This is an optimization exercise on Yosys and OpenROAD, whose aim is small area, not a production implementation. The RTL was checked by simulation tests, not by an equivalence proof against the original design. Power figures rest on the tool's default switching activity, not on a simulated workload.

File: design/flow/config.mk
export PLATFORM = sky130hd
export DESIGN_NAME = job_distributor
export DESIGN_NICKNAME = job_distributor
export VERILOG_FILES = /design/flow/design.v
export SDC_FILE = /design/flow/constraint.sdc
export NUM_CORES = 4
export LEC_CHECK = 0
export CAP_MARGIN = 20
export CORE_AREA = 5 5 185 185
export DIE_AREA = 0 0 190 190
export SLEW_MARGIN = 20
File: design/flow/constraint.sdc
create_clock -name core_clock -period 5.0 [get_ports {clk}]
set_input_delay 1.0000 -clock core_clock [delete_from_list [all_inputs] [get_ports {clk}]]
set_output_delay 1.0000 -clock core_clock [all_outputs]
set_load 0.01 [all_outputs]
File: design/flow/design.v
package dist_pkg;
    localparam int NUM_JOB_TYPES = 4;
    localparam int NUM_FTHREADS  = 4;
    localparam int JOB_TY_W      = 2;
    localparam int JOB_W      = 128;
    localparam int OPCODE_W   = 16;
    localparam int ADDR_W     = 58;
    localparam int OFFSET_W   = 32;
    localparam int CMD_W      = 8;
    localparam int PARAM_W    = 16;
    localparam int CMD_LINE_W = CMD_W + ADDR_W + ADDR_W + PARAM_W;
    localparam int JOB_CMD_LSB    = 0;
    localparam int JOB_PARAM_LSB  = 8;
    localparam int JOB_RD_OFS_LSB = 32;
    localparam int JOB_WR_OFS_LSB = 64;
    localparam logic [1:0] DIST_READY    = 2'b00;
    localparam logic [1:0] DIST_SCHEDULE = 2'b01;
    localparam logic [1:0] DIST_SUCCESS  = 2'b10;
    localparam logic [1:0] DIST_FAIL     = 2'b11;
endpackage
module addr_lo #(
    parameter int A1 = 7,
    parameter int A2 = 14,
    parameter int A3 = 21,
    parameter int A4 = 28
) (
    input  logic        clk,
    input  logic [31:0] base,
    input  logic [31:0] ofs,
    output logic [31:0] sum,
    output logic        cout
);
    logic [31:0] s_d;
    logic [31:0] s_q;
    logic [4:0]  c_d;
    logic [4:0]  c_q;
    logic [32:0] c;
    for (genvar i = 0; i < 32; i++) begin : g_r
        logic ci;
        if (i == 0 || i == A3) begin : g_c0
            assign ci = 1'b0;
        end else if (i == A1) begin : g_c1
            assign ci = c_q[0];
        end else if (i == A2) begin : g_c2
            assign ci = c_q[1];
        end else if (i == A4) begin : g_c4
            assign ci = c_q[3];
        end else begin : g_cn
            assign ci = c[i];
        end
        assign s_d[i]   = base[i] ^ ofs[i] ^ ci;
        assign c[i+1]   = (base[i] & ofs[i]) | (ci & (base[i] ^ ofs[i]));
    end
    assign c[0] = 1'b0;
    assign c_d  = {c[32], c[A4], c[A3], c[A2], c[A1]};
    always_ff @(posedge clk) begin
        s_q <= s_d;
        c_q <= c_d;
    end
    logic        inc_c;
    assign {inc_c, sum[31:A3]} = {1'b0, s_q[31:A3]} + {{(32-A3){1'b0}}, c_q[2]};
    assign sum[A3-1:0] = s_q[A3-1:0];
    assign cout = c_q[4] | inc_c;
endmodule
module job_distributor (
    input  logic             clk,
    input  logic             rst_n,
    input  logic [4*16-1:0]  fthread_config,
    input  logic             fthread_config_valid,
    input  logic [4*16-1:0]  job_config,
    input  logic             job_config_valid,
    input  logic [3:0]       job_queue_valid,
    input  logic [4*128-1:0] job_queue_data,
    output logic [3:0]       job_queue_ready,
    input  logic [57:0]      ws_base_addr,
    input  logic             ws_base_addr_valid,
    output logic [4*140-1:0] fthread_job,
    output logic [3:0]       fthread_job_valid,
    input  logic [3:0]       fthread_done
);
    localparam int A1 = 8;
    localparam int A2 = 16;
    localparam int A3 = 24;
    localparam int A4 = 28;
    logic [3:0][15:0] fthread_opcode;
    logic [3:0][15:0] job_opcode;
    logic [57:0]      base_q;
    always_ff @(posedge clk) begin
        if (fthread_config_valid) fthread_opcode <= fthread_config;
        if (job_config_valid)     job_opcode     <= job_config;
        if (ws_base_addr_valid)   base_q         <= ws_base_addr;
    end
    logic [1:0] phase;
    logic [3:0] q_oh;
    logic       q_inc;
    logic       take;
    logic [3:0] busy;
    logic [3:0] pick_q;
    assign take = (phase == 2'd0) && |(job_queue_valid & q_oh);
    assign q_inc = (phase == 2'd0) ? !take : (phase == 2'd3);
    always_ff @(posedge clk) begin
        if (!rst_n) begin
            phase <= 2'd0;
            q_oh  <= 4'b0001;
        end else begin
            if (phase == 2'd0) begin
                if (take) phase <= 2'd1;
            end else begin
                phase <= phase + 2'd1;
            end
            if (q_inc) begin
                q_oh <= {q_oh[2:0], q_oh[3]};
            end
        end
    end
    logic [3:0]  avail;
    logic [3:0]  pick;
    logic [15:0] type_opcode;
    always_comb begin
        type_opcode = '0;
        for (int t = 0; t < 4; t++) begin
            type_opcode |= job_opcode[t] & {16{q_oh[t]}};
        end
    end
    always_comb begin
        for (int f = 0; f < 4; f++) begin
            avail[f] = (type_opcode == fthread_opcode[f]) && !busy[f];
        end
    end
    assign pick = avail & (~avail + 4'd1);
    always_ff @(posedge clk) begin
        if (phase == 2'd1) pick_q <= pick;
    end
    logic [3:0] job_set;
    assign job_set = (phase == 2'd2) ? pick_q : 4'd0;
    always_ff @(posedge clk) begin
        if (!rst_n) begin
            busy <= 4'd0;
        end else begin
            busy <= job_set | (busy & ~fthread_done);
        end
    end
    assign job_queue_ready = q_oh & {4{(phase == 2'd2) && (|pick_q)}};
    assign fthread_job_valid = (phase == 2'd3) ? pick_q : 4'd0;
    logic [127:0] sel_word;
    always_comb begin
        sel_word = '0;
        for (int k = 0; k < 4; k++) begin
            sel_word |= job_queue_data[k*128 +: 128] & {128{q_oh[k]}};
        end
    end
    logic [31:0] rd_ofs, wr_ofs;
    assign rd_ofs = sel_word[63:32];
    assign wr_ofs = sel_word[95:64];
    logic [7:0]  cmd_q;
    logic [15:0] param_q;
    always_ff @(posedge clk) begin
        cmd_q   <= sel_word[7:0];
        param_q <= sel_word[23:8];
    end
    logic [31:0] rd_lo, wr_lo;
    logic        rd_cout, wr_cout;
    addr_lo #(.A1(A1), .A2(A2), .A3(A3), .A4(A4)) rd_lo_inst (
        .clk, .base(base_q[31:0]), .ofs(rd_ofs), .sum(rd_lo), .cout(rd_cout)
    );
    addr_lo #(.A1(A1), .A2(A2), .A3(A3), .A4(A4)) wr_lo_inst (
        .clk, .base(base_q[31:0]), .ofs(wr_ofs), .sum(wr_lo), .cout(wr_cout)
    );
    logic [25:0] ones;
    logic [25:0] rd_hi, wr_hi;
    assign ones[0] = 1'b1;
    for (genvar k = 1; k < 26; k++) begin : g_ones
        assign ones[k] = ones[k-1] & base_q[32+k-1];
    end
    assign rd_hi = base_q[57:32] ^ (ones & {26{rd_cout}});
    assign wr_hi = base_q[57:32] ^ (ones & {26{wr_cout}});
    logic [139:0] job_line;
    assign job_line = {cmd_q, rd_hi, rd_lo, wr_hi, wr_lo, param_q};
    assign fthread_job = {4{job_line}};
endmodule
File: design/flow/flow/run.sh
#!/bin/bash
# The standard ORFS layout (standard.sh, standard synthesis unchanged)
# with these layout choices:
#  - every port still gets its own buffer, but the smallest one (buf_1);
#  - pins may sit one routing track apart, so a small die fits all ports;
set -euo pipefail
export BUFFER_PORTS_ARGS="-buffer_cell sky130_fd_sc_hd__buf_1"
export PLACE_PINS_ARGS="-min_distance 1 -min_distance_in_tracks"
export CTS_ARGS="-sink_clustering_enable -repair_clock_nets -dont_use_dummy_load -buf_list sky130_fd_sc_hd__clkbuf_4 -sink_clustering_size 8 -sink_clustering_max_diameter 40"
bash standard.sh > standard.log 2>&1
File: design/flow/standard.sh
#!/bin/bash
# synth_recipe.tcl (not shown) runs the flow's synth.tcl, then flattens the netlist and writes it again
# the make line also repeats each setting of config.mk as NAME=value (left out here)
make -C /OpenROAD-flow-scripts/flow DESIGN_CONFIG=/design/flow/config.mk WORK_HOME=/design/flow/orfs CLKGATE_MAP_FILE= SYNTH_SCRIPT=/design/flow/synth_recipe.tcl "${@:-finish}"
==> flow_summary.json <==
{
  "status": "finished clean",
  "rows": 66,
  "first_global_vias": 13700,
  "final_cells": 2696,
  "period_share_pct": 88.4,
  "synth_edf_count": 190,
  "cp_num_buf_inv": 2,
  "grt_pass1_wl_mm": 84.6,
  "synth_cell_types": 44,
  "ys_warn_count": 2,
  "critPathKind": "reg2reg",
  "cp_max_fo": 19,
  "fin_ws_ps": 578,
  "setup-tns-final_ps": 0,
  "synth_nets": 2355,
  "clock-sinks": 298,
  "critical_path_depth": 12,
  "worst_r2r_path_depth": 12,
  "dieArea_um2": 36100,
  "syn_to_final_growth_pct": 8.73,
  "start_kind": "flip-flop",
  "post_cts_buffers": 0,
  "antenna_left": 0,
  "worstMarginPinSlew_ps": 984,
  "power_switching_mw": 4.91,
  "cpMostUsedCell": "fa_1",
  "critical_path_required_ps": 5510,
  "min_from": "fthread_config[21]",
  "p_int_mw": 5.53,
  "r2r_start": "q_oh[3]",
  "tritoncts": "done",
  "synthTopCellsByArea": "edfxtp_1 (33%), buf_4 (20%), dfxtp_1 (12%), fa_1 (6.9%), a22oi_1 (5.0%)",
  "grt_use_total_pct": 31.2,
  "start_util_pct": 54.1,
  "yosysSeqAreaShare_pct": 45.0,
  "dp_cells": 2619,
  "finalHoldViolCount": 0,
  "p_leak_nw": 6.84,
  "setup-violations-final": 0,
  "cp_data_arrival_time_ps": 4930,
  "postSynthCellCount": 1570,
  "cts-resized-gates": 0,
  "htree_num_levels": 2,
  "crit_chain": "a22oi_1, nand2_1, fa_1, inv_1, fa_1, fa_1, fa_1, fa_1, fa_1, fa_1, inv_1, fa_1",
  "min_period_ps": 4420,
  "ys_top_cells_by_count": "buf_4 (468), edfxtp_1 (190), a22oi_1 (116), dfxtp_1 (108), nand2_1 (90)",
  "clkTransAtPathRegs_ps": 90,
  "synth_top_cell_by_area": "edfxtp_1",
  "slew_headroom_pct": 34.4,
  "clockRootBuffer": "clkbuf_4",
  "critPathSlowestCell": "dfxtp_4",
  "fin_nets": 3012,
  "drive_gt1_share_pct": 4.13,
  "grt-ovfl-total": 0,
  "ys_ff_latch": 298,
  "antenna_found_initial": 39,
  "first_pass_iters": 39,
  "io_buffers": 1118,
  "gp_congestion": 0.943,
  "yosysTopAreaCellShare_pct": 32.6,
  "clkLatencyLatePin_ps": 690,
  "min_to": "fthread_opcode[21]",
  "swShare_pct": 47.0,
  "cts_buffer_depth": 3,
  "r2r_end": "wr_lo_inst.s_q[15]",
  "place_area_um2": 18600,
  "maxCapViolCount": 0,
  "slew_viol_final": 0,
  "synth.most_common_cell": "buf_4",
  "max_stage_delay_ps": 560,
  "core_um2": 32300,
  "p_seq_share_pct": 37.3,
  "max_freq_ghz": 0.226,
  "cp-end-kind": "flip-flop",
  "clkPwrFrac_pct": 11.7,
  "hold_path_class": "in2reg",
  "post-place-ws_ps": 159,
  "num_vias": 14400,
  "r2r_slack_ps": 580,
  "synth_area_per_cell_um2": 11.1,
  "cts_hold_buf": 0,
  "grt_setup_unrepaired": "no",
  "vias_per_cell": 5.35,
  "fin_area_um2": 19000,
  "syn_area_um2": 17500,
  "grt_max_degree": 51,
  "place_hpwl_mm": 51.4,
  "cp_top_family": "adder cells",
  "wire_per_inst_um": 23.0,
  "drc": 0,
  "drt_wl_total_mm": 62.0,
  "skew_ps": 95.8,
  "async_reset_ff_share_pct": 0,
  "peakVddDrop_mv": 0.285,
  "num_io_pins": 1279,
  "die_w_um": 190,
  "initialDrtViolationCount": 1226,
  "hold_path_depth": 1,
  "powerDensity_nw_per_um2": 550,
  "cts_buffers": 48,
  "pwr-share-comb_pct": 51.0,
  "die_height_um": 190,
  "ys.flop_type": "edfxtp_1"
}
state kept, by name, indices dropped and copies added (netlist names):
name	flops
job_opcode	64
wr_lo_inst.c_q	5
phase	2
busy	4
wr_lo_inst.s_q	32
fthread_opcode	64
param_q	16
pick_q	4
rd_lo_inst.c_q	5
cmd_q	8
rd_lo_inst.s_q	32
q_oh	4
base_q	58
power groups by stage:
stage | Clock (mW) | Combinational, mW | Sequential (mW)
finish | 1.22 | 5.32 | 3.90
global route | 1.37 | 5.79 | 3.97
CTS | 1.27 | 5.28 | 3.88
detailed placement | 0 | 5.27 | 3.94
global placement | 0 | 5.20 | 3.92
floorplan | 0 | 5.13 | 3.70
cell usage in the layout, fill, tap and decap left out, types with 4 or more instances in the layout:
master and count:
a21boi_0 4, a21oi_1 34, a221oi_1 40, a22o_1 42, a22oi_1 116, a22oi_2 11
and2_1 12, and3_1 32, buf_1 1115, buf_4 18, clkbuf_4 48, dfxtp_1 104
dfxtp_4 4, diode_2 29, edfxtp_1 190, fa_1 60, ha_1 14, inv_1 83
mux2i_1 4, nand2_1 90, nand2b_1 7, nand3_1 31, nand4_1 14, nor2_1 11
nor2b_1 7, nor4_1 13, nor4b_1 5, xnor2_1 66, xor2_1 26
cell families (layout without fill, tap and decap cells):
kind of cell / count (synthesis) / count (layout) / synth area share, %
buffers and inverters: 612 / 1267 / 23.6
DFF: 298 / 298 / 45.0
AOI/OAI and AO/OA: 256 / 256 / 11.6
and+or+nand+nor: 234 / 234 / 7.13
xor gates and xnor gates: 92 / 92 / 4.61
adders and majority gates: 74 / 74 / 7.88
muxes: 4 / 4 / 0.229
other: 0 / 29 / 0
per-stage QoR:
step | util (%) | power, mW | hold slack [ps]
final | 58.9 | 10.4 | 477
after global placement | 57.5 | 9.12 | 472
after floorplan | - | 8.83 | 451
after detailed placement | 57.5 | 9.21 | 476
after CTS | 58.6 | 10.4 | 427
after global routing | 58.8 | 11.1 | 425
layout make-up:
type / count / area, um2
diodes: 29 / 72.6
clock buffers: 48 / 360
fillers: 2972 / 13300
inverters: 83 / 312
multi-input cells: 660 / 5490
flip-flops and latches: 298 / 7880
well taps: 442 / 553
repair buffers: 1136 / 4340
per-layer routing:
layer	up-vias	track usage (%)	wire (um)
li1	6350	-	-
met1	6681	38.9	22800
met2	1086	50.0	28700
met3	280	10.2	7260
met4	18	13.8	3070
met5	-	0	117
worst max path at each step:
stage                                     to                start
after floorplan           wr_lo_inst.s_q[23]              q_oh[0]
after global placement    wr_lo_inst.s_q[15]   job_queue_data[72]
after detailed placement  rd_lo_inst.s_q[15]  job_queue_data[296]
after CTS                 wr_lo_inst.s_q[15]              q_oh[3]
after global routing      wr_lo_inst.s_q[15]              q_oh[3]
final                     wr_lo_inst.s_q[15]              q_oh[3]

[re-timing with driven ports]
How much do the figures lean on ideal ports? The routed layout below was timed once more, with nothing changed but the port constraints.
Step 1 sets driving cells, clkbuf_16 on the clock port and buf_2 on the other inputs (assumed; they add their load-dependent delay and slew).
Step 2 times the ports against the registers' clock, not the clock port: input delays grow and output delays shrink by t, the midpoint of the rising clock arrivals with the driver on.
a / b / c = ideal ports / drivers / drivers and shift; a / b = the first two.
t (ns): 0.694
slack for setup (ns): 0.578 / 0.559 / 0.121
worst register clock-pin slew, ns: 0.10 / 0.10
After both steps this run still meets setup and hold. For this run, drivers alone change the setup slack by -0.019 ns; drivers and shift together by -0.457 ns.
